From an optimization exercise on the open Yosys and OpenROAD flow, aimed at small area, a short achievable clock period and few clock cycles per item; shortcuts taken in it are not production practice.
At most, simulation tests tie the RTL to the original design; equivalence was not proved.
Function not checked in run 1: the RTL went through the layout flow alone.
Power figures rest on the tool's default switching activity, not on a simulated workload.

===== flow/design.v =====
package tlsu_pkg;
  localparam logic [1:0] CMD_EXEC  = 2'd0;
  localparam logic [1:0] CMD_RET   = 2'd1;
  localparam logic [1:0] CMD_WRREG = 2'd2;
  localparam logic [1:0] CMD_RDREG = 2'd3;
  localparam logic [1:0] KIND_WRITE  = 2'd0;
  localparam logic [1:0] KIND_READ   = 2'd1;
  localparam logic [1:0] KIND_REPORT = 2'd2;
  localparam logic [1:0] KIND_ERROR  = 2'd3;
  localparam logic [3:0] REG_SP = 4'd13;
  localparam logic [3:0] REG_LR = 4'd14;
  localparam logic [3:0] REG_PC = 4'd15;
  localparam int unsigned PEND_DEPTH = 9;
  typedef struct packed {
    logic [1:0]  command;
    logic [15:0] instr;
    logic [3:0]  reg_index;
    logic [31:0] data;
  } in_item_t;
  typedef struct packed {
    logic [1:0]  kind;
    logic [31:0] address;
    logic [31:0] write_data;
    logic        byte_write;
    logic        branched;
    logic        thumb_state;
    logic        last;
  } out_item_t;
endpackage
module thumb_load_store_unit (
  input  logic        clk,
  input  logic        rst,
  input  logic        push,
  input  logic [53:0] item,
  output logic        full,
  output logic        empty,
  input  logic        pop,
  output logic [69:0] result
);
  logic [31:0] r [8];
  logic [31:0] sp, lr, pc;
  logic        tbit;
  logic [8:0]  pmask;    
  logic [1:0]  poff;     
  logic        v;
  logic [1:0]  cmd;
  logic [3:0]  idx;
  logic [31:0] d;
  logic [15:0] ins;
  assign ins = d[15:0];
  wire pend = |pmask;
  wire c_exec = (cmd == tlsu_pkg::CMD_EXEC);
  wire c_ret  = (cmd == tlsu_pkg::CMD_RET);
  wire c_wr   = (cmd == tlsu_pkg::CMD_WRREG);
  wire c_rd   = (cmd == tlsu_pkg::CMD_RDREG);
  wire e_ldrpc = (ins[15:11] == 5'b01001);
  wire e_str   = (ins[15:11] == 5'b01100);
  wire e_ldr   = (ins[15:11] == 5'b01101);
  wire e_strb  = (ins[15:11] == 5'b01110);
  wire e_strsp = (ins[15:11] == 5'b10010);
  wire e_ldrsp = (ins[15:11] == 5'b10011);
  wire e_pp    = (ins[15:12] == 4'hB) && (ins[10:9] == 2'd2);
  wire e_pop   = e_pp & ins[11];
  wire e_push  = e_pp & ~ins[11];
  wire [8:0] list = ins[8:0];
  wire x_exec = v & c_exec & (~pend | d[16]);    
  wire x_ldr  = x_exec & (e_ldrpc | e_ldr | e_ldrsp);
  wire x_st   = x_exec & (e_str | e_strb | e_strsp);
  wire x_pop  = x_exec & e_pop & (list != 9'd0);
  wire x_push = x_exec & e_push & (list != 9'd0);
  wire x_none = x_exec & e_pp & (list == 9'd0);   
  wire x_ret  = v & c_ret & pend;
  wire reg_ok = ~idx[3] | (idx == 4'd13) | (idx == 4'd14) | (idx == 4'd15);
  wire x_wr   = v & c_wr & reg_ok;
  wire x_rd   = v & c_rd & reg_ok;
  logic [3:0] lo_i, hi_i;
  always_comb begin
    lo_i = 4'd0;
    hi_i = 4'd0;
    for (int i = 8; i >= 0; i--) if (list[i]) lo_i = 4'(i);
    for (int i = 0; i <= 8; i++) if (list[i]) hi_i = 4'(i);
  end
  wire [8:0] list_lo_cleared = list & (list - 9'd1);
  wire [8:0] list_hi_cleared = list & ~(9'd1 << hi_i);
  wire [8:0] list_next = ins[11] ? list_lo_cleared : list_hi_cleared;
  wire       pp_last   = (list_next == 9'd0);
  logic [3:0] ph;
  always_comb begin
    ph = 4'd0;
    for (int i = 8; i >= 0; i--) if (pmask[i]) ph = 4'(i);
  end
  wire       ret_pc = (ph == 4'd8);
  wire [8:0] pmask_next = pmask & (pmask - 9'd1);
  logic [31:0] wv;
  always_comb begin
    case (c_ret ? poff : 2'd0)
      2'd1:    wv = {d[7:0], d[31:8]};
      2'd2:    wv = {d[15:0], d[31:16]};
      2'd3:    wv = {d[23:0], d[31:24]};
      default: wv = d;
    endcase
  end
  wire [31:0] base = e_ldrpc ? pc : ins[15] ? sp : r[ins[5:3]];
  wire [9:0]  off  = e_strb ? {5'd0, ins[10:6]} : ins[15] | e_ldrpc ? {ins[7:0], 2'b00}
                                                                     : {3'd0, ins[10:6], 2'b00};
  wire [31:0] sum  = base + {22'd0, off};
  wire [29:0] spn  = ins[11] ? sp[31:2] + 30'd1 : sp[31:2] - 30'd1;
  logic [31:0] addr;
  always_comb begin
    if (e_pp) addr = {ins[11] ? sp[31:2] : spn, 2'b00};
    else if (e_strb | e_ldrpc) addr = sum;
    else addr = {sum[31:2], 2'b00};
  end
  logic [3:0]  rsel;
  logic [31:0] rv;
  always_comb begin
    if (c_exec) begin
      if (e_pp) rsel = (hi_i == 4'd8) ? 4'd14 : hi_i;
      else if (ins[15]) rsel = {1'b0, ins[10:8]};
      else rsel = {1'b0, ins[2:0]};
    end else rsel = idx;
    case (rsel)
      4'd13: rv = sp;
      4'd14: rv = lr;
      4'd15: rv = pc;
      default: rv = r[rsel[2:0]];
    endcase
  end
  logic [1:0]  kind;
  logic [31:0] raddr, rwd;
  logic        rbw, rbr, rt, rlast;
  always_comb begin
    kind  = tlsu_pkg::KIND_ERROR;
    raddr = '0;
    rwd   = '0;
    rbw   = 1'b0;
    rbr   = 1'b0;
    rt    = tbit;
    rlast = 1'b1;
    if (x_ldr | x_pop) begin
      kind  = tlsu_pkg::KIND_READ;
      raddr = addr;
      rlast = ~x_pop | pp_last;
    end else if (x_st | x_push) begin
      kind  = tlsu_pkg::KIND_WRITE;
      raddr = addr;
      rwd   = e_strb ? {24'd0, rv[7:0]} : rv;
      rbw   = e_strb;
      rlast = ~x_push | pp_last;
    end else if (x_ret) begin
      kind  = tlsu_pkg::KIND_REPORT;
      raddr = {28'd0, ret_pc ? 4'd15 : ph};
      rwd   = {wv[31:1], wv[0] & ~ret_pc};
      rbr   = ret_pc;
      rt    = ret_pc ? wv[0] : tbit;
    end else if (x_wr | x_rd) begin
      kind  = tlsu_pkg::KIND_REPORT;
      raddr = {28'd0, idx};
      rwd   = x_wr ? d : rv;
    end
  end
  wire has_res = v & ~x_none;
  wire step    = has_res & pop;                  
  wire retire  = x_none | (step & rlast);        
  wire take    = push & (~v | retire);
  assign full   = v & ~retire;
  assign empty  = ~has_res;
  assign result = {kind, raddr, rwd, rbw, rbr, rt, rlast};
  always_ff @(posedge clk) begin
    if (take) begin
      cmd <= item[53:52];
      idx <= item[35:32];
      d   <= (item[53:52] == tlsu_pkg::CMD_EXEC) ? {16'd0, item[51:36]} : item[31:0];
    end else if (step & (x_pop | x_push)) begin
      d[8:0] <= list_next;
      d[16]  <= 1'b1;
    end
    if (rst) begin
      v     <= 1'b0;
      for (int i = 0; i < 8; i++) r[i] <= '0;
      sp    <= '0;
      lr    <= '0;
      pc    <= '0;
      tbit  <= 1'b1;
      pmask <= '0;
      poff  <= '0;
    end else begin
      v <= take | (v & ~retire);
      if (step) begin
        if (x_ldr) begin
          pmask <= 9'd1 << (e_ldrpc | ins[15] ? ins[10:8] : ins[2:0]);
          poff  <= e_ldrpc ? 2'd0 : sum[1:0];
        end
        if (x_pop) begin
          pmask <= pmask | (9'd1 << lo_i);
          poff  <= 2'd0;
        end
        if (x_pop | x_push) sp <= {spn, sp[1:0]};
        if (x_ret) begin
          pmask <= pmask_next;
          if (ret_pc) begin
            pc   <= {wv[31:1], 1'b0};
            tbit <= wv[0];
          end else r[ph[2:0]] <= wv;
        end
        if (x_wr) begin
          if (!idx[3]) r[idx[2:0]] <= d;
          else if (idx == 4'd13) sp <= d;
          else if (idx == 4'd14) lr <= d;
          else pc <= d;
        end
      end
    end
  end
endmodule

===== flow/run.sh =====
#!/bin/bash
# synth_recipe.tcl (not shown) runs the flow's synth.tcl, then flattens the netlist and writes it again
# the make line also repeats each setting of config.mk as NAME=value (left out here)
make -C /OpenROAD-flow-scripts/flow DESIGN_CONFIG=/design/flow/config.mk WORK_HOME=/design/flow/orfs CLKGATE_MAP_FILE= SYNTH_SCRIPT=/design/flow/synth_recipe.tcl finish

===== flow/config.mk =====
export PLATFORM = sky130hd
export DESIGN_NAME = thumb_load_store_unit
export DESIGN_NICKNAME = thumb_load_store_unit
export VERILOG_FILES = /design/flow/design.v
export SDC_FILE = /design/flow/constraint.sdc
export NUM_CORES = 4
export LEC_CHECK = 0
export CAP_MARGIN = 20
export CORE_MARGIN = 2
export CORE_UTILIZATION = 40
export SLEW_MARGIN = 20

===== flow/constraint.sdc =====
create_clock -name core_clock -period 5.5 [get_ports {clk}]
set_input_delay 1.1000 -clock core_clock [delete_from_list [all_inputs] [get_ports {clk}]]
set_output_delay 1.1000 -clock core_clock [all_outputs]
set_load 0.01 [all_outputs]

==> metrics.cfg, run 1 <==
[status]
run_status=finished with violations
so.violations=setup timing

[clock_network]
clockBufferDepth=3
cts_hold_buf=0
cts-root-buf=clkbuf_16
path_clk_slew_ns=0.06
numCtsBuffers=46
worstSkewPairLatency_ns=0.62
htree_levels=2
cts_num_sinks=406
cts_tree=yes

[floorplanning]
num_rows=94
die_y_um=261
start_util_pct=40.2
die_w_um=261
dieArea_um2=67900
core_um2=65500
io_pins=130

[synth]
yosys_warnings=1
synth.yosys.seq_area_share_pct=42.0
syn_avg_cell_area_um2=9.38
synthDistinctLibCells=88
ys_async_sr_fraction_pct=0
synth_edf_count=294
synth_top_area_share_pct=33.5
synthesis.nets=2906
syn_area_um2=26300
yosys_most_used_dff=edfxtp_1
yosys.area.top_type=edfxtp_1
synth_common_cells=nor2_1, edfxtp_1, nand2_1, clkbuf_1, o21ai_0
synth.most_common_cell=nor2_1
synth.area.top_cells=edfxtp_1, dfxtp_1, nor2_1
yosys_register_bits=406
netlist_instances=2807

[global_routing]
grt_pass1_wl_um=169000
use_met1_pct=45.0
grt-busiest-layer=met2
grt_usage_pct=33.9
grt_pass1_vias=24632
grt_max_degree=84
grtUsageMet3_pct=8.20
overflow=0
antenna_found_initial=7
met2_usage_pct=51.5

[sta]
drv_slew=0
min_period_ns=5.57
setup_viol=5
max_freq_mhz=179
fin_ws_ns=-0.0717
fin_crit_sh_pct=101
setup_tns_ns=-0.162
rsz0062_at_grt=yes
worst_pin_slew_ns=1.18
final-hold-violation-count=0
relSlewSlack_pct=21.1
skew_ns=0.0149

[worst_setup_path]
critPathMaxFanout=4
r2r_start=cmd[0]
worstPathArrival_ns=4.47
worstPathCellList=buf_6, mux4_2, mux2i_2, buf_4, o21ai_4, ha_4, and3_1, a2111oi_4, o41ai_4, nand4_1, nor3_4, buf_6, nand2_4, xor2_2, a221oi_2, buf_2
worstPathBufferInverterCount=4
start_kind=register
crit_slowest_cell=mux4_2
critPathTopFamily=compound AO/OA/AOI/OAI gates
cp.required_ns=4.40
cp-end-kind=output port
slowest_delay_ns=0.51
worstSetupPathType=reg2out
cp_common_cell=buf_6

[drt]
drc=0
wl_um=118000
viasPerCell=6.57
vias=25851
drt_first_pass_iters=9
drtAntennaViolNets=0
post_drt_wl_per_cell_um=29.9
drt_iter0_markers=3903

[place]
routabilityCongestion=1.06
io_buffers=129
place_area_um2=29900
dp_hpwl_um=82800

[final_layout]
fill_cells=6048
drive_gt1_share_pct=22.1
fin_nets=3132
fin_util_pct=49.7
area.growth.synth_to_final_pct=23.6
finalInstanceArea_um2=32500

[pwr]
p_leak_uw=0.0125
irDropWorstVdd_v=0.000317
p_per_area_nw_per_um2=267

[hold_path]
worstHoldStart=lr[10]
min_path_type=reg2reg

[job]
max_cap_viol_count=0

==> worst register-to-register path, stage by stage (launching register included) <==
cell	delay, ns
edfxtp_1	0.46
nor2b_1	0.39
nand2_1	0.35
nor2_1	0.69
nand2_1	0.42
a2bb2oi_1	0.24
nor3_1	0.37
nand2_1	0.65
nand2b_2	0.27
buf_4	0.34
==> report_power, final <==
part	total (uW)	internal (uW)	switching (uW)
Sequential	3470	3370	102
Combinational	1950	788	1160
Clock	3260	1870	1390
==> registers in the layout, summed over array words and instances, names as in the netlist, named ones only <==
signal and count:
lr 32, poff 2, pc 32, v 1, cmd 2, sp 32, idx 4, tbit 1
r 256, d 32, pmask 9
==> cells in the final DEF, fill, tap and decap left out, types with 32 or more instances in the layout <==
cell type / instances
nor2_1: 434
edfxtp_1: 294
nand2_1: 277
buf_4: 267
a21oi_1: 139
o21ai_0: 137
dfxtp_1: 110
mux2i_1: 104
clkdlybuf4s50_1: 84
mux2_2: 74
a211oi_1: 71
o22ai_1: 60
mux4_2: 60
nand3_1: 52
a22oi_1: 49
clkbuf_16: 47
a221oi_1: 45
nand4_1: 44
a221o_1: 40
ha_1: 37
nor3_1: 33
inv_1: 32
==> through the flow <==
stage / instances / setup slack [ns] / total power (uW) / hold slack (ns)
after global placement: 3807 / -0.194 / 5210 / 0.442
after floorplan: 2807 / 0.00291 / 4460 / 0.434
after global routing: 3933 / -0.248 / 8880 / 0.476
after detailed placement: 3807 / -0.209 / 5230 / 0.448
final: 3935 / -0.0717 / 8680 / 0.458
after CTS: 3918 / -0.156 / 8570 / 0.456
==> area by class of cell <==
class / count / area [um^2] / area share, %
timing repair buffer: 440 / 4060 / 12.5
inverter: 36 / 139 / 0.427
antenna: 2 / 5.00 / 0.0154
multi-input combinational: 2103 / 14600 / 44.9
clock inverter: 30 / 359 / 1.10
sequential: 406 / 11100 / 34.0
tap: 864 / 1080 / 3.32
clock buffer: 54 / 1210 / 3.72
==> final timing paths <==
kind / slack, ns / endpoint / depth (start not counted)
worst max-delay path: -0.07 / result[66] / 16
worst min-delay path: 0.46 / lr[10] / 2
worst max register to register: 0.97 / r[2][5] / 9
worst min register to register: 0.46 / lr[10] / 2
==> cell families (layout without fill, tap and decap cells) <==
group,Yosys count,count (layout),share of synthesized area [%]
and+or+nand+nor,988,988,16.5
AOI/OAI and AO/OA,770,770,19.9
DFF,406,406,42.0
buffers and inverters,298,560,4.74
muxes,248,248,12.9
xor gates and xnor gates,56,56,1.86
adders and majority gates,41,41,2.01
other,0,2,0
==> layer usage <==
metal / wire [um] / up-vias
met5: 23 / -
met3: 13600 / 357
met4: 7120 / 4
met1: 45500 / 12744
met2: 51300 / 1739
li1: - / 11007
==> what timing repair did <==
| action | CTS | global route |
|---|---|---|
| cloned | 4 | 2 |
| buffers inserted | 24 | 17 |
| endpoints found under the setup margin | 60 | 58 |
| pin swaps | 23 | 40 |
| resized for setup | 146 | 105 |
==> inputs of run 2 (changes only) <==
--- a/flow/design.v
+++ b/flow/design.v
@@ -42,13 +42,18 @@
   logic        tbit;
   logic [8:0]  pmask;    
   logic [1:0]  poff;     
-  logic        v;
-  logic [1:0]  cmd;
-  logic [3:0]  idx;
-  logic [31:0] d;
-  logic [15:0] ins;
-  assign ins = d[15:0];
-  wire pend = |pmask;
+  logic        ov;
+  logic [69:0] res;
+  logic [8:0]  plist;    
+  logic        pmode;    
+  wire busy = |plist;
+  wire acc  = push & ~full;
+  wire step = busy & (~ov | pop);
+  wire [1:0]  cmd = busy ? tlsu_pkg::CMD_EXEC : item[53:52];
+  wire [15:0] ins = busy ? {4'hB, pmode, 2'b10, plist} : item[51:36];
+  wire [3:0]  idx = item[35:32];
+  wire [31:0] d   = item[31:0];
+  wire pend   = |pmask;
   wire c_exec = (cmd == tlsu_pkg::CMD_EXEC);
   wire c_ret  = (cmd == tlsu_pkg::CMD_RET);
   wire c_wr   = (cmd == tlsu_pkg::CMD_WRREG);
@@ -60,24 +65,20 @@
   wire e_strsp = (ins[15:11] == 5'b10010);
   wire e_ldrsp = (ins[15:11] == 5'b10011);
   wire e_pp    = (ins[15:12] == 4'hB) && (ins[10:9] == 2'd2);
-  wire e_pop   = e_pp & ins[11];
-  wire e_push  = e_pp & ~ins[11];
   wire [8:0] list = ins[8:0];
-  wire x_exec = v & c_exec & (~pend | d[16]);    
+  wire x_exec = c_exec & (~pend | busy);    
   wire x_ldr  = x_exec & (e_ldrpc | e_ldr | e_ldrsp);
   wire x_st   = x_exec & (e_str | e_strb | e_strsp);
-  wire x_pop  = x_exec & e_pop & (list != 9'd0);
-  wire x_push = x_exec & e_push & (list != 9'd0);
+  wire x_pop  = x_exec & e_pp & ins[11] & (list != 9'd0);
+  wire x_push = x_exec & e_pp & ~ins[11] & (list != 9'd0);
   wire x_none = x_exec & e_pp & (list == 9'd0);   
-  wire x_ret  = v & c_ret & pend;
+  wire x_ret  = c_ret & pend;
   wire reg_ok = ~idx[3] | (idx == 4'd13) | (idx == 4'd14) | (idx == 4'd15);
-  wire x_wr   = v & c_wr & reg_ok;
-  wire x_rd   = v & c_rd & reg_ok;
-  logic [3:0] lo_i, hi_i;
-  always_comb begin
-    lo_i = 4'd0;
+  wire x_wr   = c_wr & reg_ok;
+  wire x_rd   = c_rd & reg_ok;
+  logic [3:0] hi_i;
+  always_comb begin
     hi_i = 4'd0;
-    for (int i = 8; i >= 0; i--) if (list[i]) lo_i = 4'(i);
     for (int i = 0; i <= 8; i++) if (list[i]) hi_i = 4'(i);
   end
   wire [8:0] list_lo_cleared = list & (list - 9'd1);
@@ -89,7 +90,7 @@
     ph = 4'd0;
     for (int i = 8; i >= 0; i--) if (pmask[i]) ph = 4'(i);
   end
-  wire       ret_pc = (ph == 4'd8);
+  wire       ret_pc = pmask[8] & (pmask[7:0] == 8'd0);
   wire [8:0] pmask_next = pmask & (pmask - 9'd1);
   logic [31:0] wv;
   always_comb begin
@@ -159,24 +160,16 @@
       rwd   = x_wr ? d : rv;
     end
   end
-  wire has_res = v & ~x_none;
-  wire step    = has_res & pop;                  
-  wire retire  = x_none | (step & rlast);        
-  wire take    = push & (~v | retire);
-  assign full   = v & ~retire;
-  assign empty  = ~has_res;
-  assign result = {kind, raddr, rwd, rbw, rbr, rt, rlast};
+  wire go = acc | step;    
+  assign full   = busy | (ov & ~pop);
+  assign empty  = ~ov;
+  assign result = res;
   always_ff @(posedge clk) begin
-    if (take) begin
-      cmd <= item[53:52];
-      idx <= item[35:32];
-      d   <= (item[53:52] == tlsu_pkg::CMD_EXEC) ? {16'd0, item[51:36]} : item[31:0];
-    end else if (step & (x_pop | x_push)) begin
-      d[8:0] <= list_next;
-      d[16]  <= 1'b1;
-    end
+    if (go & ~x_none) res <= {kind, raddr, rwd, rbw, rbr, rt, rlast};
     if (rst) begin
-      v     <= 1'b0;
+      ov    <= 1'b0;
+      plist <= '0;
+      pmode <= 1'b0;
       for (int i = 0; i < 8; i++) r[i] <= '0;
       sp    <= '0;
       lr    <= '0;
@@ -185,17 +178,22 @@
       pmask <= '0;
       poff  <= '0;
     end else begin
-      v <= take | (v & ~retire);
-      if (step) begin
+      if (go) ov <= ~x_none;
+      else if (pop) ov <= 1'b0;
+      if (go) begin
         if (x_ldr) begin
           pmask <= 9'd1 << (e_ldrpc | ins[15] ? ins[10:8] : ins[2:0]);
           poff  <= e_ldrpc ? 2'd0 : sum[1:0];
         end
-        if (x_pop) begin
-          pmask <= pmask | (9'd1 << lo_i);
+        if (x_pop & ~busy) begin
+          pmask <= list;
           poff  <= 2'd0;
         end
-        if (x_pop | x_push) sp <= {spn, sp[1:0]};
+        if (x_pop | x_push) begin
+          sp    <= {spn, sp[1:0]};
+          plist <= list_next;
+          pmode <= ins[11];
+        end
         if (x_ret) begin
           pmask <= pmask_next;
           if (ret_pc) begin
==> metrics.cfg, run 2 <==
[sta]
fin_ws_ns=0.366  ; was -0.0717 ns
min_period_ns=5.13  ; was 5.57 ns
max_freq_mhz=195  ; was 179 MHz
worst_hold_slack_ns=0.454  ; was 0.458 ns
skew_ns=0.0336  ; was 0.0149 ns
relSlewSlack_pct=20.6  ; was 21.1%
drv_slew=0  ; unchanged
setup_viol=0  ; was 5
fin_crit_sh_pct=93.3  ; was 101%
final-hold-violation-count=0  ; unchanged
setup_tns_ns=0  ; was -0.162 ns
worst_pin_slew_ns=1.19  ; was 1.18 ns
rsz0062_at_grt=no  ; was yes

[place]
routabilityCongestion=1.03  ; was 1.06
place_area_um2=31200  ; was 29900 um^2
dp_hpwl_um=92400  ; was 82800 um
placedCellCount=4182  ; was 3807
io_buffers=129  ; unchanged
pre_cts_slack_ns=-0.323  ; was -0.209 ns

[pwr]
net-switching-power_uw=13900  ; was 2650 uW
p_comb_share_pct=67.8  ; was 22.4%
clockPowerShare_pct=14.3  ; was 37.6%
intPower_uw=13400  ; was 6030 uW
power.share.switching_pct=50.9  ; was 30.5%
p_leak_uw=0.0117  ; was 0.0125 uW
p_per_area_nw_per_um2=822  ; was 267 nW/um^2
irDropWorstVdd_v=0.000458  ; was 0.000317 V
seqPwrFrac_pct=17.9  ; was 40.0%

[worst_setup_path]
cp-end-kind=register  ; was output port
crit_slowest_cell=nor2_1  ; was mux4_2
cp.required_ns=5.88  ; was 4.40 ns
worstPathArrival_ns=5.52  ; was 4.47 ns
cp_common_cell=buf_4  ; was buf_6
worstPathBufferInverterCount=3  ; was 4
worstSetupPathType=reg2reg  ; was reg2out
critPathMaxFanout=12  ; was 4
critPathTopFamily=simple AND/OR/NAND/NOR gates  ; was compound AO/OA/AOI/OAI gates
start_kind=register  ; unchanged
worstPathCellList=nor2_1, nand3_1, buf_4, nor4_1, buf_4, nor3_1, a21oi_1, o22ai_1, ha_1, nand4_1, nand4_1, a31o_2, a21o_1, a21oi_1, buf_4, nor4b_4, nor4b_4, xor2_1, o22ai_1  ; was buf_6, mux4_2, mux2i_2, buf_4, o21ai_4, ha_4, and3_1, a2111oi_4, o41ai_4, nand4_1, nor3_4, buf_6, nand2_4, xor2_2, a221oi_2, buf_2
slowest_delay_ns=0.53  ; was 0.51 ns

[synth]
syn_avg_cell_area_um2=8.71  ; was 9.38 um^2
syn_area_um2=27400  ; was 26300 um^2
synth_top_area_share_pct=35.7  ; was 33.5%
synth.area.top_cells=edfxtp_1, dfxtp_1, nor2_1  ; unchanged
synth_edf_count=326  ; was 294
yosys_warnings=1  ; unchanged
synth_common_cells=nor2_1, nand2_1, edfxtp_1, a21oi_1, clkbuf_1  ; was nor2_1, edfxtp_1, nand2_1, clkbuf_1, o21ai_0
yosys_most_used_dff=edfxtp_1  ; unchanged
yosys.area.top_type=edfxtp_1  ; unchanged
synth.yosys.seq_area_share_pct=44.4  ; was 42.0%
yosys_register_bits=445  ; was 406
synth.most_common_cell=nor2_1  ; unchanged
synthesis.nets=3218  ; was 2906
synthDistinctLibCells=107  ; was 88
netlist_instances=3147  ; was 2807
ys_async_sr_fraction_pct=0  ; unchanged

[global_routing]
grt_pass1_wl_um=186000  ; was 169000 um
antenna_found_initial=1  ; was 7
grt_max_degree=64  ; was 84
grt_pass1_vias=26218  ; was 24.6k
grt_usage_pct=36.1  ; was 33.9%
overflow=0  ; unchanged

[drt]
wl_um=130000  ; was 118000 um
vias=28169  ; was 25.9k
viasPerCell=6.59  ; was 6.57
drc=0  ; unchanged
drt_first_pass_iters=6  ; was 9
post_drt_wl_per_cell_um=30.4  ; was 29.9 um
drt_iter0_markers=4350  ; was 3903
drtAntennaViolNets=0  ; unchanged

[final_layout]
largest_reg_flops=256  ; unchanged
reg_top3=r (256), res (70)
final_cell_mix=nor2_1, nand2_1, edfxtp_1  ; was nor2_1, edfxtp_1, nand2_1
final_common_cell=nor2_1  ; unchanged
n_antenna_cell=0  ; was 2
instances_no_fill=4277  ; was 3935
regMostFlops=r  ; unchanged
finalInstanceArea_um2=33100  ; was 32500 um^2
fill_cells=6339  ; was 6048
area.growth.synth_to_final_pct=20.9  ; was 23.6%
drive_gt1_share_pct=15.6  ; was 22.1%
fin_nets=3434  ; was 3132

[clock_network]
cts_num_sinks=445  ; was 406
numCtsBuffers=52  ; was 46
cts_hold_buf=0  ; unchanged
cts_setup_buffers=0  ; was 24
cts_tree=yes  ; unchanged
worstSkewPairLatency_ns=0.66  ; was 0.62 ns
cts-root-buf=clkbuf_16  ; unchanged
path_clk_slew_ns=0.06  ; about the same
htree_levels=2  ; unchanged
clockBufferDepth=3  ; unchanged

[floorplanning]
start_util_pct=40.6  ; was 40.2%
core_um2=67500  ; was 65500 um^2
num_rows=95  ; was 94
io_pins=130  ; unchanged
die_w_um=266  ; was 261 um
die_y_um=266  ; was 261 um
dieArea_um2=70600  ; was 67900 um^2

[hold_path]
min_path_type=reg2reg  ; unchanged

[status]
run_status=complete, no violations  ; was finished with violations

[job]
max_cap_viol_count=0  ; unchanged

==> run 2: cell types whose count changed after synthesis, moves of 40 or more <==
cell     delta
a221o_1    -40
nor2_1     +74
nor3_1     +45
mux2_2     -51
mux4_2     -41
a21oi_1   +101
nand2_1   +153
==> run 2: metrics by stage <==
step | power, uW | utilization (%)
after CTS | 26500 | 49.0
after detailed placement | 22600 | 46.3
after global routing | 28100 | 49.1
after floorplan | 14600 | -
after global placement | 22500 | 46.2
final | 27200 | 49.1
==> run 2: area by class of cell <==
class | instances | area, um^2 | area share [%]
Multi-Input combinational cell | 2378 | 14000 | 42.2
Sequential cell | 445 | 12200 | 36.8
Timing Repair Buffer | 449 | 3870 | 11.7
Clock buffer | 64 | 1370 | 4.13
Tap cell | 873 | 1090 | 3.30
Clock inverter | 31 | 517 | 1.56
Inverter | 37 | 140 | 0.423
==> run 2: path summary, 6_finish.rpt <==
check                           startpoint      end  slack (ns)  depth (start not counted)
worst max-delay path              plist[4]  res[67]        0.37                         19
worst min-delay path                lr[27]   lr[27]        0.45                          2
worst max register to register    plist[4]  res[67]        0.37                         19
worst min register to register      lr[27]   lr[27]        0.45                          2
==> run 2: logic make-up after synthesis <==
logic type / Yosys count / share of synthesized area [%]
buffers and inverters: 324 / 5.26
AOI/OAI and AO/OA: 852 / 20.1
adders and majority gates: 13 / 0.621
xor gates and xnor gates: 57 / 1.82
and+or+nand+nor: 1310 / 21.2
DFF: 445 / 44.4
muxes: 146 / 6.49
==> run 2: tightest hold or removal path, stage by stage (launching register included) <==
cell	delay, ns
dfxtp_1	0.30
nand2_1	0.05
a21oi_1	0.05
==> run 2: power by group through the flow <==
| stage | logic, uW | clock network [uW] | registers (uW) |
|---|---|---|---|
| final | 18500 | 3890 | 4870 |
| after global routing | 19200 | 4040 | 4910 |
| after CTS | 17800 | 3910 | 4850 |
| after detailed placement | 17700 | 0 | 4910 |
| after global placement | 17600 | 0 | 4900 |
| after floorplan | 9820 | 0 | 4820 |
==> run 2: what timing repair did <==
action | 4_1_cts | 5_1_grt
endpoints found under the hold margin | 0 | 0
endpoints found under the setup margin | 0 | 1
resized for setup | 0 | 1
==> run 2: per-layer routing <==
metal	GRT usage, %	part of all wire [%]	vias to the layer above
li1	-	-	11975
met5	0	0	-
met2	53.0	42	2214
met4	17.2	5.7	0
met3	9.63	13	407
met1	49.5	39	13573
Testbench counts of run 2, summed over its fixed seeds: cycles 6,017, items 4,194.
==> inputs of run 3 (changes only) <==
--- a/flow/design.v
+++ b/flow/design.v
@@ -44,13 +44,13 @@
   logic [1:0]  poff;     
   logic        ov;
   logic [69:0] res;
+  logic        pb;       
   logic [8:0]  plist;    
   logic        pmode;    
-  wire busy = |plist;
   wire acc  = push & ~full;
-  wire step = busy & (~ov | pop);
-  wire [1:0]  cmd = busy ? tlsu_pkg::CMD_EXEC : item[53:52];
-  wire [15:0] ins = busy ? {4'hB, pmode, 2'b10, plist} : item[51:36];
+  wire step = pb & (~ov | pop);
+  wire [1:0]  cmd = item[53:52];
+  wire [15:0] ins = item[51:36];
   wire [3:0]  idx = item[35:32];
   wire [31:0] d   = item[31:0];
   wire pend   = |pmask;
@@ -65,17 +65,18 @@
   wire e_strsp = (ins[15:11] == 5'b10010);
   wire e_ldrsp = (ins[15:11] == 5'b10011);
   wire e_pp    = (ins[15:12] == 4'hB) && (ins[10:9] == 2'd2);
-  wire [8:0] list = ins[8:0];
-  wire x_exec = c_exec & (~pend | busy);    
+  wire x_exec = c_exec & ~pend;    
   wire x_ldr  = x_exec & (e_ldrpc | e_ldr | e_ldrsp);
   wire x_st   = x_exec & (e_str | e_strb | e_strsp);
-  wire x_pop  = x_exec & e_pp & ins[11] & (list != 9'd0);
-  wire x_push = x_exec & e_pp & ~ins[11] & (list != 9'd0);
-  wire x_none = x_exec & e_pp & (list == 9'd0);   
+  wire x_pop  = x_exec & e_pp & ins[11] & (ins[8:0] != 9'd0);
+  wire x_push = x_exec & e_pp & ~ins[11] & (ins[8:0] != 9'd0);
+  wire x_none = x_exec & e_pp & (ins[8:0] == 9'd0);   
   wire x_ret  = c_ret & pend;
   wire reg_ok = ~idx[3] | (idx == 4'd13) | (idx == 4'd14) | (idx == 4'd15);
   wire x_wr   = c_wr & reg_ok;
   wire x_rd   = c_rd & reg_ok;
+  wire [8:0] list = pb ? plist : ins[8:0];
+  wire       mode = pb ? pmode : ins[11];
   logic [3:0] hi_i;
   always_comb begin
     hi_i = 4'd0;
@@ -83,8 +84,10 @@
   end
   wire [8:0] list_lo_cleared = list & (list - 9'd1);
   wire [8:0] list_hi_cleared = list & ~(9'd1 << hi_i);
-  wire [8:0] list_next = ins[11] ? list_lo_cleared : list_hi_cleared;
+  wire [8:0] list_next = mode ? list_lo_cleared : list_hi_cleared;
   wire       pp_last   = (list_next == 9'd0);
+  wire [29:0] spn = mode ? sp[31:2] + 30'd1 : sp[31:2] - 30'd1;
+  wire [31:0] pp_addr = {mode ? sp[31:2] : spn, 2'b00};
   logic [3:0] ph;
   always_comb begin
     ph = 4'd0;
@@ -105,21 +108,18 @@
   wire [9:0]  off  = e_strb ? {5'd0, ins[10:6]} : ins[15] | e_ldrpc ? {ins[7:0], 2'b00}
                                                                      : {3'd0, ins[10:6], 2'b00};
   wire [31:0] sum  = base + {22'd0, off};
-  wire [29:0] spn  = ins[11] ? sp[31:2] + 30'd1 : sp[31:2] - 30'd1;
   logic [31:0] addr;
   always_comb begin
-    if (e_pp) addr = {ins[11] ? sp[31:2] : spn, 2'b00};
+    if (e_pp) addr = pp_addr;
     else if (e_strb | e_ldrpc) addr = sum;
     else addr = {sum[31:2], 2'b00};
   end
   logic [3:0]  rsel;
   logic [31:0] rv;
   always_comb begin
-    if (c_exec) begin
-      if (e_pp) rsel = (hi_i == 4'd8) ? 4'd14 : hi_i;
-      else if (ins[15]) rsel = {1'b0, ins[10:8]};
-      else rsel = {1'b0, ins[2:0]};
-    end else rsel = idx;
+    if (pb | c_exec & e_pp) rsel = (hi_i == 4'd8) ? 4'd14 : hi_i;
+    else if (c_exec) rsel = ins[15] ? {1'b0, ins[10:8]} : {1'b0, ins[2:0]};
+    else rsel = idx;
     case (rsel)
       4'd13: rv = sp;
       4'd14: rv = lr;
@@ -160,14 +160,17 @@
       rwd   = x_wr ? d : rv;
     end
   end
-  wire go = acc | step;    
-  assign full   = busy | (ov & ~pop);
+  wire [69:0] cres = {pmode ? tlsu_pkg::KIND_READ : tlsu_pkg::KIND_WRITE, pp_addr,
+                      pmode ? 32'd0 : rv, 1'b0, 1'b0, tbit, pp_last};
+  assign full   = pb | (ov & ~pop);
   assign empty  = ~ov;
   assign result = res;
   always_ff @(posedge clk) begin
-    if (go & ~x_none) res <= {kind, raddr, rwd, rbw, rbr, rt, rlast};
+    if (step) res <= cres;
+    else if (acc & ~x_none) res <= {kind, raddr, rwd, rbw, rbr, rt, rlast};
     if (rst) begin
       ov    <= 1'b0;
+      pb    <= 1'b0;
       plist <= '0;
       pmode <= 1'b0;
       for (int i = 0; i < 8; i++) r[i] <= '0;
@@ -178,21 +181,27 @@
       pmask <= '0;
       poff  <= '0;
     end else begin
-      if (go) ov <= ~x_none;
+      if (step) ov <= 1'b1;
+      else if (acc) ov <= ~x_none;
       else if (pop) ov <= 1'b0;
-      if (go) begin
+      if (step) begin
+        sp    <= {spn, sp[1:0]};
+        plist <= list_next;
+        pb    <= ~pp_last;
+      end else if (acc) begin
         if (x_ldr) begin
           pmask <= 9'd1 << (e_ldrpc | ins[15] ? ins[10:8] : ins[2:0]);
           poff  <= e_ldrpc ? 2'd0 : sum[1:0];
         end
-        if (x_pop & ~busy) begin
-          pmask <= list;
+        if (x_pop) begin
+          pmask <= ins[8:0];
           poff  <= 2'd0;
         end
         if (x_pop | x_push) begin
           sp    <= {spn, sp[1:0]};
           plist <= list_next;
           pmode <= ins[11];
+          pb    <= ~pp_last;
         end
         if (x_ret) begin
           pmask <= pmask_next;
--- a/flow/config.mk
+++ b/flow/config.mk
@@ -7,5 +7,5 @@
 export LEC_CHECK = 0
 export CAP_MARGIN = 20
 export CORE_MARGIN = 2
-export CORE_UTILIZATION = 40
+export CORE_UTILIZATION = 60
 export SLEW_MARGIN = 20
==> metrics.cfg, run 3 <==
[synth]
syn_area_um2=27500  ; was 27400 um^2
ys_async_sr_fraction_pct=0  ; unchanged
synth_common_cells=nor2_1, edfxtp_1, nand2_1, a21oi_1, clkbuf_1  ; was nor2_1, nand2_1, edfxtp_1, a21oi_1, clkbuf_1
synth_top_area_share_pct=35.1  ; was 35.7%
synth.yosys.seq_area_share_pct=44.1  ; was 44.4%
synth_edf_count=322  ; was 326
yosys.area.top_type=edfxtp_1  ; unchanged
synth.most_common_cell=nor2_1  ; unchanged
netlist_instances=2958  ; was 3147
synthesis.nets=3057  ; was 3218
yosys_warnings=1  ; unchanged
yosys_register_bits=446  ; was 445
yosys_most_used_dff=edfxtp_1  ; unchanged
syn_avg_cell_area_um2=9.31  ; was 8.71 um^2
synthDistinctLibCells=88  ; was 107
synth.area.top_cells=edfxtp_1, dfxtp_1, nor2_1  ; unchanged

[final_layout]
area.growth.synth_to_final_pct=13.8  ; was 20.9%
final_common_cell=nor2_1  ; unchanged
fin_util_pct=69.1  ; was 49.1%
drive_gt1_share_pct=13.4  ; was 15.6%
reg_top3=r (256), res (70)  ; unchanged
final_cell_mix=nor2_1, edfxtp_1, nand2_1  ; was nor2_1, nand2_1, edfxtp_1
fin_nets=3126  ; was 3434
largest_reg_flops=256  ; unchanged
instances_no_fill=3666  ; was 4277
regMostFlops=r  ; unchanged

[floorplanning]
die_y_um=218  ; was 266 um
core_um2=45400  ; was 67500 um^2
num_rows=78  ; was 95
start_util_pct=60.7  ; was 40.6%
dieArea_um2=47600  ; was 70600 um^2
die_w_um=218  ; was 266 um
io_pins=130  ; unchanged

[worst_setup_path]
start_kind=input port  ; was register
worstPathArrival_ns=4.99  ; was 5.52 ns
path_depth=11  ; was 19
regToRegSetupSlack_ns=1.01  ; was 0.37 ns
critPathMaxFanout=32  ; was 12
worstPathBufferInverterCount=2  ; was 3
slowest_delay_ns=0.79  ; was 0.53 ns
critPathTopFamily=compound AO/OA/AOI/OAI gates  ; was simple AND/OR/NAND/NOR gates
cp.required_ns=5.80  ; was 5.88 ns
worstSetupPathType=in2reg  ; was reg2reg
worstPathCellList=clkdlybuf4s50_1, nor4bb_1, and3_1, o32ai_1, a21o_2, nand2_2, buf_12, o22ai_1, a21oi_1, o22ai_1, o32ai_1  ; was nor2_1, nand3_1, buf_4, nor4_1, buf_4, nor3_1, a21oi_1, o22ai_1, ha_1, nand4_1, nand4_1, a31o_2, a21o_1, a21oi_1, buf_4, nor4b_4, nor4b_4, xor2_1, o22ai_1
cp-endpoint=res[25]  ; was res[67]
worstReg2RegEnd=res[25]  ; was res[67]
crit_path_start=item[45]  ; was plist[4]
r2r_cells=8  ; was 19
r2r_start=pmask[0]  ; was plist[4]
crit_slowest_cell=o32ai_1  ; was nor2_1
cp-end-kind=register  ; unchanged

[clock_network]
cts_num_sinks=446  ; was 445
clockBufferDepth=3  ; unchanged
path_clk_slew_ns=0.06  ; about the same
cts_tree=yes  ; unchanged
cts_resized=0  ; unchanged
numCtsBuffers=47  ; was 52
worstSkewPairLatency_ns=0.62  ; was 0.66 ns
htree_levels=2  ; unchanged
cts_setup_buffers=0  ; unchanged
cts_hold_buf=0  ; unchanged
cts-root-buf=clkbuf_16  ; unchanged

[sta]
fin_crit_sh_pct=85.3  ; was 93.3%
drv_slew=0  ; unchanged
setup_tns_ns=0  ; unchanged
rsz0062_at_grt=no  ; unchanged
worst_hold_slack_ns=0.460  ; was 0.454 ns
relSlewSlack_pct=29.2  ; was 20.6%
worst_pin_slew_ns=1.06  ; was 1.19 ns
skew_ns=0.0343  ; was 0.0336 ns
min_period_ns=4.69  ; was 5.13 ns
final-hold-violation-count=0  ; unchanged
max_freq_mhz=213  ; was 195 MHz
setup_viol=0  ; unchanged
fin_ws_ns=0.811  ; was 0.366 ns

[status]
run_status=complete, no violations  ; unchanged

[place]
pre_cts_slack_ns=0.363  ; was -0.323 ns
routabilityCongestion=0.981  ; was 1.03
dp_hpwl_um=72400  ; was 92400 um
io_buffers=129  ; unchanged
placedCellCount=3578  ; was 4182

[drt]
wl_met2_um=46600  ; was 54900 um
drt_iter0_markers=4479  ; was 4350
dr_wl_met3_um=16300  ; was 17100 um
post_drt_wl_per_cell_um=28.8  ; was 30.4 um
wl_um=106000  ; was 130000 um
m1WireLength_um=37200  ; was 50800 um
viasPerCell=7.19  ; was 6.59
top_layer_used=met4  ; unchanged
drt_first_pass_iters=7  ; was 6
drtAntennaViolNets=0  ; unchanged
vias=26352  ; was 28.2k
drc=0  ; unchanged

[global_routing]
grt_pass1_wl_um=155000  ; was 186000 um
grt_pass1_vias=24931  ; was 26.2k
grt_usage_pct=43.8  ; was 36.1%
overflow=0  ; unchanged
antenna_found_initial=2  ; was 1
grt_max_degree=76  ; was 64

[hold_path]
worstHoldPathCells=2  ; unchanged
min_path_type=reg2reg  ; unchanged

[pwr]
p_leak_uw=0.0111  ; was 0.0117 uW
irDropWorstVdd_v=0.000457  ; was 0.000458 V
p_per_area_nw_per_um2=268  ; was 822 nW/um^2

[job]
max_cap_viol_count=0  ; unchanged

==> run 3: cell types whose count changed in the layout (fill, tap and decap cells not counted), moves of 20 or more <==
cell	before	now
a31oi_1	46	12
o21ai_0	146	85
nand3_1	83	32
buf_4	306	152
ha_1	11	39
nand2_1	434	319
nor3_1	76	35
mux4_2	19	64
nor2_1	519	554
a221oi_1	14	40
nor4_1	26	5
mux2_2	23	60
o221ai_1	40	60
o211ai_1	40	15
==> run 3: area by class of cell <==
cell class / instances / area (um^2)
Multi-Input combinational cell: 2216 / 14300
Fill cell: 3548 / 14000
Tap cell: 600 / 751
Inverter: 32 / 120
Sequential cell: 446 / 12200
Timing Repair Buffer: 284 / 2500
Clock buffer: 66 / 1290
Clock inverter: 20 / 236
Antenna cell: 2 / 5.00
==> run 3: logic make-up (layout without fill, tap and decap cells) <==
logic type,Yosys count,after routing,synth area share [%]
muxes,220,220,11.2
adders and majority gates,41,41,1.92
buffers and inverters,296,402,4.29
AOI/OAI and AO/OA,823,823,20.3
DFF,446,446,44.1
other,0,2,0
xor gates and xnor gates,49,49,1.56
and+or+nand+nor,1083,1083,16.7
==> run 3: where the power goes <==
group          internal, uW  total (uW)  switching, uW
Clock                  1830        3230           1400
Combinational           497        1390            892
Sequential             3710        3770           60.0
Total                  6030        8390           2360
==> run 3: metrics by stage <==
step | instance area (um^2) | total power (uW)
floorplan | 27500 | 4590
global placement | 29800 | 5130
detailed placement | 29800 | 5150
CTS | 31300 | 8320
global route | 31300 | 8570
finish | 31400 | 8390
==> run 3: worst reg2reg max path: stages (launching register included) <==
cell     delay, ns
dfxtp_1       0.36
or4_4         0.58
or4_1         0.59
or4_4         0.55
or3_4         0.52
nand2_2       0.48
nor2b_1       0.11
o221a_2       0.26
o32ai_1       0.74
==> run 3: per-layer routing <==
layer / vias to the layer above / global-route usage (%)
met4: 0 / 21.0
met1: 12571 / 57.0
met5: - / 0
li1: 11174 / -
met2: 2152 / 66.9
met3: 455 / 13.2
==> run 3: worst min path at each step <==
| stage | start | endpoint | slack [ns] |
|---|---|---|---|
| after floorplan | plist[0] | plist[0] | 0.43 |
| after global placement | lr[6] | lr[6] | 0.44 |
| after detailed placement | lr[7] | lr[7] | 0.45 |
| after CTS | lr[7] | lr[7] | 0.46 |
| after global routing | lr[8] | lr[8] | 0.48 |
| final | lr[25] | lr[25] | 0.46 |
Testbench counts of run 3, summed over its fixed seeds: cycles 6,017, items 4,194.

## static timing again, ports no longer ideal
How much do the figures lean on ideal ports? The routed layouts below were timed once more, with nothing changed but the port constraints. Step 1 (the two cells are an assumption about what drives the block):
set clk [get_ports {clk}]
set_driving_cell -lib_cell sky130_fd_sc_hd__clkbuf_16 $clk
set_driving_cell -lib_cell sky130_fd_sc_hd__buf_2 [delete_from_list [all_inputs] $clk]
Step 2 also shifts input and output timing later by t, the mid clock arrival at the registers, as if the neighbouring blocks saw the same clock. a / b / c = no drivers / after step 1 / after step 2; a / b = the first two.
| run | t (ns) | setup slack, ns | worst setup path after step 2 | worst register clock-pin slew, ns | worst data-port slew with drivers (ns) |
|---|---|---|---|---|---|
| run 1 | 0.673 | -0.072 / -0.132 / 0.541 | register to output | 0.07 / 0.07 | 0.05 |
| run 2 | 0.703 | 0.366 / 0.366 / -0.323 | input to register | 0.07 / 0.07 | 0.07 |
| run 3 | 0.667 | 0.811 / 0.849 / 0.182 | input to register | 0.07 / 0.07 | 0.06 |
With both steps, setup timing fails in run 2, where it was met with ideal ports. For run 2, which loses most, drivers alone change the setup slack by 0.000 ns; drivers and shift together by -0.689 ns.
